From an optimization exercise on the open Yosys and OpenROAD flow, aimed at small area; shortcuts taken in it are not production practice. Only simulation tests tie the RTL to the original design; equivalence was not proved.

==> flow/design.v <==
package gsim_sched_pkg;
  localparam int VEC_LEN        = 16;
  localparam int IDX_W          = $clog2(VEC_LEN);
  localparam int FRAC_W         = 16;
  localparam int WORD_W         = 32;
  localparam int N_ITER_DEFAULT = 64;
  typedef enum logic [2:0] {
    S_IDLE,
    S_LOAD,
    S_ITER,
    S_DRAIN,
    S_OUT
  } state_t;
endpackage
import gsim_sched_pkg::*;
module gsim_sched #(
  parameter int N_ITER = N_ITER_DEFAULT
) (
  input  logic                clk,
  input  logic                reset,
  input  logic                in_en,
  input  logic [15:0]         b_in,
  output logic [WORD_W-1:0]   cu_b,
  output logic [WORD_W-1:0]   cu_x0,
  output logic [WORD_W-1:0]   cu_x1,
  output logic [WORD_W-1:0]   cu_x2,
  output logic [WORD_W-1:0]   cu_x3,
  output logic [WORD_W-1:0]   cu_x4,
  output logic [WORD_W-1:0]   cu_x5,
  input  logic [WORD_W-1:0]   cu_x_new,
  output logic                out_valid,
  output logic [WORD_W-1:0]   x_out
);
  localparam int                 SWEEP_W    = (N_ITER > 1) ? $clog2(N_ITER) : 1;
  localparam logic [SWEEP_W-1:0] LAST_SWEEP = SWEEP_W'(N_ITER - 1);
  localparam logic [IDX_W-1:0]   LAST_IDX   = IDX_W'(VEC_LEN - 1);
  localparam int                 X_LEN      = VEC_LEN - 2;
  logic               iter;      
  logic               wb_valid;  
  logic [IDX_W-1:0]   cnt;       
  logic [SWEEP_W-1:0] sweep;
  logic [15:0]        bs [VEC_LEN];
  logic [WORD_W-1:0]  xs [X_LEN];
  logic idle, drain, last_cnt, last_issue, b_shift, x_ext, b_en;
  assign drain      = wb_valid & ~iter;
  assign idle       = ~iter & ~wb_valid & ~out_valid;
  assign last_cnt   = (cnt == LAST_IDX);
  assign last_issue = iter & last_cnt & (sweep == LAST_SWEEP);
  assign b_shift    = iter | (idle & in_en);
  assign x_ext      = last_issue | drain | out_valid;  
  assign b_en       = b_shift | x_ext;
  always_ff @(posedge clk) begin
    if (reset) begin
      iter      <= 1'b0;
      wb_valid  <= 1'b0;
      out_valid <= 1'b0;
      cnt       <= '0;
      sweep     <= '0;
    end else begin
      wb_valid <= iter;
      if (b_shift | out_valid) cnt <= cnt + 1'b1;
      if (idle & in_en & last_cnt) iter <= 1'b1;
      if (iter & last_cnt) sweep <= sweep + 1'b1;
      if (last_issue) iter <= 1'b0;
      if (drain) out_valid <= 1'b1;
      if (out_valid & last_cnt) out_valid <= 1'b0;
    end
  end
  always_ff @(posedge clk) begin
    if (b_en) begin
      bs[0] <= iter ? bs[VEC_LEN-1] : b_in;
      for (int i = 1; i < VEC_LEN; i++) bs[i] <= bs[i-1];
      if (x_ext) begin
        bs[12] <= xs[X_LEN-1][15:0];
        bs[14] <= xs[X_LEN-1][31:16];
      end
    end
  end
  logic [WORD_W-1:0] x_new_n;
  assign x_new_n = ~(cu_x_new & {WORD_W{wb_valid}});
  always_ff @(posedge clk) begin
    xs[0] <= x_new_n;
    for (int i = 1; i < X_LEN; i++) xs[i] <= xs[i-1];
  end
  logic off_b, off_0, off_1, off_2, off_3, off_4, off_5, off_o;
  assign off_b = ~iter;
  assign off_0 = ~(iter & (cnt != '0));
  assign off_1 = ~(iter & (cnt <= IDX_W'(VEC_LEN - 2)));
  assign off_2 = ~(iter & (cnt >= IDX_W'(2)));
  assign off_3 = ~(iter & (cnt <= IDX_W'(VEC_LEN - 3)));
  assign off_4 = ~(iter & (cnt >= IDX_W'(3)));
  assign off_5 = ~(iter & (cnt <= IDX_W'(VEC_LEN - 4)));
  assign off_o = ~out_valid;
  assign cu_b  = {bs[VEC_LEN-1] & {16{~off_b}}, {FRAC_W{1'b0}}};
  assign cu_x0 = ~(x_new_n | {WORD_W{off_0}});
  assign cu_x1 = ~(xs[13]  | {WORD_W{off_1}});
  assign cu_x2 = ~(xs[0]   | {WORD_W{off_2}});
  assign cu_x3 = ~(xs[12]  | {WORD_W{off_3}});
  assign cu_x4 = ~(xs[1]   | {WORD_W{off_4}});
  assign cu_x5 = ~(xs[11]  | {WORD_W{off_5}});
  assign x_out = ~({bs[15], bs[13]} | {WORD_W{off_o}});
endmodule
Settings: LEC_CHECK=0, ABC_AREA=1, CAP_MARGIN=0, CORE_MARGIN=2, CORE_UTILIZATION=40, SLEW_MARGIN=0, BUFFER_PORTS_ARGS=-buffer_cell sky130_fd_sc_hd__buf_1, CTS_ARGS=-sink_clustering_enable -repair_clock_nets -dont_use_dummy_load -buf_list {sky130_fd_sc_hd__clkbuf_4} -sink_clustering_size 10 -sink_clustering_max_diameter 40; clock period 7.0 ns.
standard.sh (not shown) runs the stock make flow with config.mk's settings and CLKGATE_MAP_FILE= SYNTH_SCRIPT=/design/flow/synth_recipe.tcl, a recipe that flattens the netlist after the stock synthesis.
==> flow/flow/run.sh <==
#!/bin/bash
# Standard ORFS flow (the standard.sh) with the settings in flow/extra.mk
# appended to the standard flow's config.mk: smaller port buffers and a leaner clock tree.
set -e
cat flow/extra.mk >> config.mk
bash standard.sh > standard.log 2>&1
==> flow/flow/extra.mk <==
export BUFFER_PORTS_ARGS = -buffer_cell sky130_fd_sc_hd__buf_1
export CTS_ARGS = -sink_clustering_enable -repair_clock_nets -dont_use_dummy_load -buf_list {sky130_fd_sc_hd__clkbuf_4} -sink_clustering_size 10 -sink_clustering_max_diameter 40
Edit:
==> flow/flow/extra.mk (replaced) <==
export BUFFER_PORTS_ARGS = -buffer_cell sky130_fd_sc_hd__buf_1
export CTS_ARGS = -sink_clustering_enable -repair_clock_nets -dont_use_dummy_load -buf_list {sky130_fd_sc_hd__clkbuf_16} -sink_clustering_size 36 -sink_clustering_max_diameter 50
CTS_ARGS = -sink_clustering_enable -repair_clock_nets -dont_use_dummy_load -buf_list {sky130_fd_sc_hd__clkbuf_16} -sink_clustering_size 36 -sink_clustering_max_diameter 50   (was -sink_clustering_enable -repair_clock_nets -dont_use_dummy_load -buf_list {sky130_fd_sc_hd__clkbuf_4} -sink_clustering_size 10 -sink_clustering_max_diameter 40)
Count of clock-buffer cells in the layout came out lower by 46.
Via count came out lower by 3.1%.
Critical path depth is unchanged.
Global-route usage came out lower by 0.29 points.
Routed wire length came out lower by 0.53%.
Setup slack improves by 0.063 ns.
Sequential share of layout area came out lower by 1.5 points.
Final area came out higher by 2.0%.
Hold slack improves by 0.012 ns.
Die area stays the same.

-- separate check: timing with driven ports --
How much do the figures lean on ideal ports? The routed layouts below were timed once more, with nothing changed but the port constraints.
Step 1, drivers: a clkbuf_16 drives clk and a buf_2 each remaining input, both assumed.
Step 2 adds t to the input delays and takes it off the output delays; t is the mean of the earliest and latest rising clock arrival at the registers after step 1. Input paths then give back, and output paths get back, about the clock's delay inside the block.
Slacks: no drivers / after step 1 / after step 2; pairs: no drivers / after step 1.
| run | t, ns | setup slack, ns | latest minus earliest clock arrival (ns) | slew at the worst register clock pin (ns) | pins driven straight from the clock port |
|---|---|---|---|---|---|
| the first run | 0.839 | 1.981 / 1.981 / 1.901 | 0.110 / 0.111 | 0.11 / 0.11 | 1 |
| the second run | 0.614 | 2.044 / 2.044 / 1.924 | 0.072 / 0.072 | 0.11 / 0.11 | 1 |
After both steps every run listed still meets setup and hold. The setup slack of the second run, which loses most, moves by 0.000 ns with the drivers and by -0.120 ns with both steps.
